Context: an optimization exercise on an open-source flow, tuned for small area. The choices shown serve that exercise and are no tape-out recipe. Where RTL was checked, it was by simulation tests only, not by an equivalence proof against the original.

JK:
==> flow/design.v <==
package lidar_pkg;
    localparam logic [7:0] HEADER_FIRST  = 8'h55;
    localparam logic [7:0] HEADER_SECOND = 8'hAA;
    localparam logic [3:0] ST_HUNT1 = 4'd0;
    localparam logic [3:0] ST_HUNT2 = 4'd1;
    localparam logic [3:0] ST_COUNT = 4'd2;
    localparam logic [3:0] ST_S_LO  = 4'd3;
    localparam logic [3:0] ST_S_HI  = 4'd4;
    localparam logic [3:0] ST_E_LO  = 4'd5;
    localparam logic [3:0] ST_E_HI  = 4'd6;
    localparam logic [3:0] ST_D_LO  = 4'd7;
    localparam logic [3:0] ST_D_HI  = 4'd8;
endpackage
`timescale 1ns/1ns
module lidar_scan_top (
    input  logic        clk,
    input  logic        TxD_reset,
    input  logic [7:0]  data,
    input  logic        take_data,
    output logic [15:0] min_angle,
    output logic [15:0] max_angle,
    output logic [15:0] obs_alert,
    output logic        result_valid
);
    logic [3:0]  state;
    logic [7:0]  low_byte;
    logic [7:0]  count;        
    logic [7:0]  idx;          
    logic [15:0] start_angle;
    logic [15:0] span;
    logic        take;
    logic [15:0] word;
    logic [15:0] span_nx;
    logic [7:0]  idx_inc;
    logic        last;
    logic        at_count, at_s_hi, at_e_hi, at_d_hi;
    logic        count_ok;
    assign take     = take_data & ~TxD_reset;
    assign word     = {data, low_byte};
    rc_inc #(8) u_idx_inc (.a(idx), .ci(1'b1), .s(idx_inc), .co());
    assign last     = (idx_inc == count);
    assign at_count = (state == lidar_pkg::ST_COUNT);
    assign at_s_hi  = (state == lidar_pkg::ST_S_HI);
    assign at_e_hi  = (state == lidar_pkg::ST_E_HI);
    assign at_d_hi  = (state == lidar_pkg::ST_D_HI);
    assign count_ok = (data[7:1] != 7'd0);
    rc_add #(16) u_span (.a(word), .b(~start_angle), .ci(1'b1), .s(span_nx), .co());
    always_ff @(posedge clk) begin
        if (TxD_reset) begin
            state <= lidar_pkg::ST_HUNT1;
        end else if (take_data) begin
            case (state)
                lidar_pkg::ST_HUNT1:
                    if (data == lidar_pkg::HEADER_FIRST) state <= lidar_pkg::ST_HUNT2;
                lidar_pkg::ST_HUNT2:
                    if (data == lidar_pkg::HEADER_SECOND) state <= lidar_pkg::ST_COUNT;
                    else if (data != lidar_pkg::HEADER_FIRST) state <= lidar_pkg::ST_HUNT1;
                lidar_pkg::ST_COUNT:
                    state <= count_ok ? lidar_pkg::ST_S_LO : lidar_pkg::ST_HUNT1;
                lidar_pkg::ST_D_HI:
                    state <= last ? lidar_pkg::ST_HUNT1 : lidar_pkg::ST_D_LO;
                default:
                    state <= state + 4'd1;
            endcase
        end
    end
    always_ff @(posedge clk) begin
        if (take_data) begin
            low_byte <= data;
            if (at_count) count <= data;
            if (at_s_hi) start_angle <= word;
            if (at_e_hi) span <= span_nx;
            if (at_d_hi) idx <= idx_inc;
            else if (state != lidar_pkg::ST_D_LO) idx <= 8'd0;
        end
    end
    logic [15:0] min_dist, max_dist;
    logic [7:0]  min_idx, max_idx;
    logic [7:0]  min_idx_nx, max_idx_nx;
    logic        nonzero, first, upd_min, upd_max, sample;
    assign sample     = take & at_d_hi;
    assign nonzero    = (word != 16'd0);
    assign first      = (idx == 8'd0);
    logic        ge_min, le_max;
    rc_carry #(16) u_cmp_min (.a(word), .b(~min_dist), .ci(1'b1), .co(ge_min));
    rc_carry #(16) u_cmp_max (.a(max_dist), .b(~word), .ci(1'b1), .co(le_max));
    assign upd_min    = first | (nonzero & ~ge_min);
    assign upd_max    = first | (nonzero & ~le_max);
    assign min_idx_nx = upd_min ? idx : min_idx;
    assign max_idx_nx = upd_max ? idx : max_idx;
    always_ff @(posedge clk) begin
        if (sample) begin
            if (upd_min) begin
                min_dist <= word | {16{~nonzero}};
                min_idx  <= idx;
            end
            if (upd_max) begin
                max_dist <= word;
                max_idx  <= idx;
            end
        end
    end
    logic [1:0] pend;
    always_ff @(posedge clk) begin
        if (TxD_reset) begin
            pend      <= 2'b00;
            obs_alert <= 16'd0;
        end else begin
            if (pend == 2'b01) obs_alert <= 16'd0;
            else if (pend[1]) obs_alert <= {pend[0], obs_alert[15:1]};
            pend <= 2'b00;
            if (take & at_count & count_ok) pend <= 2'b01;
            else if (sample & nonzero & (idx[7:4] == 4'd0))
                pend <= {1'b1, (word[15:7] == 9'd0)};
        end
    end
    logic [47:0] w;
    logic [7:0]  divisor;
    logic [15:0] base;
    logic        busy;
    logic [5:0]  step;
    logic [5:0]  step_inc;
    logic        done_pkt;
    logic        m_mul, m_div, m_add;      
    logic        bit_a, bit_b;             
    logic        nxt_a, nxt_b;
    logic [16:0] lo_a;                     
    logic [7:0]  inc_a;                    
    logic [8:0]  dif_a;                    
    logic        fits;
    logic [16:0] lo_b;                     
    logic [6:0]  inc_b;
    logic        b16, cy16;
    assign done_pkt = sample & last;
    rc_inc #(6) u_step_inc (.a(step), .ci(1'b1), .s(step_inc), .co());
    assign nxt_a = done_pkt ? max_idx_nx[6] : (step_inc[5:3] == 3'd0) & max_idx[~step_inc[2:0]];
    assign nxt_b = done_pkt ? min_idx_nx[6] : (step_inc[5:3] == 3'd0) & min_idx[~step_inc[2:0]];
    rc_add #(16) u_lo_a (.a({w[38:24], 1'b0}), .b(bit_a ? span : 16'd0), .ci(1'b0),
                         .s(lo_a[15:0]), .co(lo_a[16]));
    rc_inc #(8) u_inc_a (.a(w[46:39]), .ci(lo_a[16]), .s(inc_a), .co());
    rc_add #(8) u_dif_a (.a(w[46:39]), .b(~divisor), .ci(1'b1), .s(dif_a[7:0]), .co(dif_a[8]));
    assign fits  = m_div & (w[47] | dif_a[8]);
    rc_add #(16) u_lo_b (.a({w[14:0], 1'b0}),
                         .b((bit_b ? span : 16'd0) | (m_add ? {base[14:0], 1'b0} : 16'd0)),
                         .ci(1'b0), .s(lo_b[15:0]), .co(lo_b[16]));
    rc_inc #(7) u_inc_b (.a(w[22:16]), .ci(cy16), .s(inc_b), .co());
    assign b16  = w[15] ^ (m_add & base[15]) ^ lo_b[16];
    assign cy16 = ~m_add & w[15] & lo_b[16];
    always_ff @(posedge clk) begin
        w[47:41] <= fits ? dif_a[7:1] : inc_a[7:1];
        w[23:17] <= inc_b;
        bit_a    <= nxt_a;
        bit_b    <= nxt_b;
        m_mul    <= done_pkt | (step_inc[5:3] == 3'd0);
        m_div    <= ~done_pkt & ((step_inc[5:3] == 3'd1) | (step_inc[5:3] == 3'd2) |
                                 (step_inc[5:3] == 3'd4) | (step_inc[5:3] == 3'd5));
        m_add    <= ~done_pkt & ((step_inc == 6'd24) | (step_inc == 6'd48));
        if (done_pkt) begin
            w[40]    <= 1'b0;
            w[39:24] <= max_idx_nx[7] ? span : 16'd0;
            w[16]    <= 1'b0;
            w[15:0]  <= min_idx_nx[7] ? span : 16'd0;
            divisor  <= idx;
            base     <= start_angle;
            step     <= 6'd1;
        end else begin
            w[40]    <= fits ? dif_a[0] : inc_a[0];
            w[39:24] <= {lo_a[15:1], lo_a[0] | (~m_mul & w[23])};
            w[16]    <= b16;
            w[15:0]  <= {lo_b[15:1], lo_b[0] | fits};
            step     <= step_inc;
        end
    end
    always_ff @(posedge clk) begin
        if (TxD_reset) begin
            busy         <= 1'b0;
        end else begin
            if (done_pkt) busy <= 1'b1;
            else if (step == 6'd49) busy <= 1'b0;
        end
    end
    assign result_valid = busy & (step == 6'd49);
    assign max_angle = w[40:25];
    assign min_angle = w[16:1];
endmodule
module rc_add #(parameter int W = 8) (
    input  logic [W-1:0] a,
    input  logic [W-1:0] b,
    input  logic         ci,
    output logic [W-1:0] s,
    output logic         co
);
    logic [W:0] c;
    assign c[0] = ci;
    for (genvar i = 0; i < W; i++) begin : g_bit
        assign s[i]   = a[i] ^ b[i] ^ c[i];
        assign c[i+1] = (a[i] & b[i]) | (c[i] & (a[i] ^ b[i]));
    end
    assign co = c[W];
endmodule
module rc_carry #(parameter int W = 8) (
    input  logic [W-1:0] a,
    input  logic [W-1:0] b,
    input  logic         ci,
    output logic         co
);
    logic [W:0] c;
    assign c[0] = ci;
    for (genvar i = 0; i < W; i++) begin : g_bit
        assign c[i+1] = (a[i] & b[i]) | (c[i] & (a[i] | b[i]));
    end
    assign co = c[W];
endmodule
module rc_inc #(parameter int W = 8) (
    input  logic [W-1:0] a,
    input  logic         ci,
    output logic [W-1:0] s,
    output logic         co
);
    logic [W:0] c;
    assign c[0] = ci;
    for (genvar i = 0; i < W; i++) begin : g_bit
        assign s[i]   = a[i] ^ c[i];
        assign c[i+1] = a[i] & c[i];
    end
    assign co = c[W];
endmodule
Settings: LEC_CHECK=0, CAP_MARGIN=20, CORE_MARGIN=2, CORE_UTILIZATION=40, SLEW_MARGIN=20; clock period 8.0 ns.
standard.sh (not shown) runs the stock make flow with config.mk's settings and CLKGATE_MAP_FILE= SYNTH_SCRIPT=/design/flow/synth_recipe.tcl, a recipe that flattens the netlist after the stock synthesis.
==> flow/flow/run.sh <==
#!/bin/bash
set -euo pipefail
cd "$(dirname "$0")/.."
WORK=$PWD
export AREA_ABC_SCRIPT=$WORK/flow/area.abc
export BUFFER_PORTS_ARGS="-buffer_cell sky130_fd_sc_hd__buf_1"
export CTS_ARGS="-sink_clustering_enable -repair_clock_nets -dont_use_dummy_load -buf_list sky130_fd_sc_hd__clkbuf_4 -sink_clustering_size 10 -sink_clustering_max_diameter 60"
sed "s#$WORK/synth_recipe.tcl#$WORK/flow/synth_area.tcl#g" standard.sh > area_standard.sh
grep -q "flow/synth_area.tcl" area_standard.sh
bash area_standard.sh > standard_flow.log 2>&1
==> flow/flow/area.abc <==
strash
&get -n
&deepsyn -T 20
&put
dch -f
map -a
topo
==> flow/flow/synth_area.tcl <==
proc synth {args} { yosys synth -nofsm -noshare {*}$args }
proc abc {args} {
  set i [lsearch -exact $args -script]
  if {$i >= 0} { set args [lreplace $args [expr {$i + 1}] [expr {$i + 1}] $::env(AREA_ABC_SCRIPT)] }
  yosys abc {*}$args
}
source $::env(SCRIPTS_DIR)/synth.tcl
# left out here: clear keep_hierarchy, flatten, clean up, hide names made inside functions, write 1_2_yosys.v
JK ended with every stage complete and zero timing, DRC or antenna violations.
diff inputs: JK => MS
--- a/flow/design.v
+++ b/flow/design.v
@@ -1,16 +1,16 @@
 package lidar_pkg;
     localparam logic [7:0] HEADER_FIRST  = 8'h55;
     localparam logic [7:0] HEADER_SECOND = 8'hAA;
-    localparam logic [3:0] ST_HUNT1 = 4'd0;
-    localparam logic [3:0] ST_HUNT2 = 4'd1;
-    localparam logic [3:0] ST_COUNT = 4'd2;
-    localparam logic [3:0] ST_S_LO  = 4'd3;
-    localparam logic [3:0] ST_S_HI  = 4'd4;
-    localparam logic [3:0] ST_E_LO  = 4'd5;
-    localparam logic [3:0] ST_E_HI  = 4'd6;
-    localparam logic [3:0] ST_D_LO  = 4'd7;
-    localparam logic [3:0] ST_D_HI  = 4'd8;
+    localparam logic [3:0] ST_HUNT1 = 4'b0000;
+    localparam logic [3:0] ST_HUNT2 = 4'b0001;
+    localparam logic [3:0] ST_COUNT = 4'b0011;
+    localparam logic [3:0] ST_S_LO  = 4'b0010;
+    localparam logic [3:0] ST_S_HI  = 4'b0110;
+    localparam logic [3:0] ST_E_LO  = 4'b0111;
+    localparam logic [3:0] ST_E_HI  = 4'b0101;
+    localparam logic [3:0] ST_D_LO  = 4'b0100;
+    localparam logic [3:0] ST_D_HI  = 4'b1100;
 endpackage
 `timescale 1ns/1ns
 module lidar_scan_top (
     input  logic        clk,
@@ -58,10 +58,15 @@
                 lidar_pkg::ST_COUNT:
                     state <= count_ok ? lidar_pkg::ST_S_LO : lidar_pkg::ST_HUNT1;
                 lidar_pkg::ST_D_HI:
                     state <= last ? lidar_pkg::ST_HUNT1 : lidar_pkg::ST_D_LO;
+                lidar_pkg::ST_S_LO: state <= lidar_pkg::ST_S_HI;
+                lidar_pkg::ST_S_HI: state <= lidar_pkg::ST_E_LO;
+                lidar_pkg::ST_E_LO: state <= lidar_pkg::ST_E_HI;
+                lidar_pkg::ST_E_HI: state <= lidar_pkg::ST_D_LO;
+                lidar_pkg::ST_D_LO: state <= lidar_pkg::ST_D_HI;
                 default:
-                    state <= state + 4'd1;
+                    state <= lidar_pkg::ST_HUNT1;
             endcase
         end
     end
     always_ff @(posedge clk) begin
@@ -134,9 +139,9 @@
     assign done_pkt = sample & last;
     rc_inc #(6) u_step_inc (.a(step), .ci(1'b1), .s(step_inc), .co());
     assign nxt_a = done_pkt ? max_idx_nx[6] : (step_inc[5:3] == 3'd0) & max_idx[~step_inc[2:0]];
     assign nxt_b = done_pkt ? min_idx_nx[6] : (step_inc[5:3] == 3'd0) & min_idx[~step_inc[2:0]];
-    rc_add #(16) u_lo_a (.a({w[38:24], 1'b0}), .b(bit_a ? span : 16'd0), .ci(1'b0),
+    rc_add #(16) u_lo_a (.a({w[38:24], ~m_mul & w[23]}), .b(bit_a ? span : 16'd0), .ci(1'b0),
                          .s(lo_a[15:0]), .co(lo_a[16]));
     rc_inc #(8) u_inc_a (.a(w[46:39]), .ci(lo_a[16]), .s(inc_a), .co());
     rc_add #(8) u_dif_a (.a(w[46:39]), .b(~divisor), .ci(1'b1), .s(dif_a[7:0]), .co(dif_a[8]));
     assign fits  = m_div & (w[47] | dif_a[8]);
@@ -164,9 +169,9 @@
             base     <= start_angle;
             step     <= 6'd1;
         end else begin
             w[40]    <= fits ? dif_a[0] : inc_a[0];
-            w[39:24] <= {lo_a[15:1], lo_a[0] | (~m_mul & w[23])};
+            w[39:24] <= lo_a[15:0];
             w[16]    <= b16;
             w[15:0]  <= {lo_b[15:1], lo_b[0] | fits};
             step     <= step_inc;
         end
==> run summary <==
The width of the die of JK and that of MS are within noise of each other. The synthesized cell count of MS and that of JK are within noise of each other. Signed area change from the synthesized netlist to the final layout: MS vs JK — no meaningful difference. Share of the core filled with cells in the final layout of MS is on par with JK. Sort MS and JK by non-clock buffer count, ascending, and JK comes first. Of MS and JK, MS shows the higher number of global-route vias before repair, with JK below it.
For MS, only the layout was checked, not whether the RTL still works.

-- re-timing with driven ports --
The results above use ideal ports. As a check the final layouts listed here were re-extracted and re-timed, cells and wires unchanged.
Step 1 sets driving cells, clkbuf_16 on the clock port and buf_2 on the other inputs (assumed; they add their load-dependent delay and slew).
Step 2 times the ports against the registers' clock, not the clock port: input delays grow and output delays shrink by t, the midpoint of the rising clock arrivals with the driver on.
a / b / c = no drivers / after step 1 / after step 2; a / b = the first two.
| run | t, ns | slack for setup (ns) | hold slack, ns | latest minus earliest clock arrival (ns) | slew at the worst register clock pin (ns) |
|---|---|---|---|---|---|
| JK | 0.651 | 0.359 / 0.359 / 0.359 | 0.445 / 0.445 / 0.445 | 0.038 / 0.038 | 0.11 / 0.11 |
| MS | 0.651 | 0.319 / 0.319 / 0.319 | 0.430 / 0.430 / 0.430 | 0.062 / 0.063 | 0.12 / 0.12 |
After both steps every run listed still meets setup and hold.
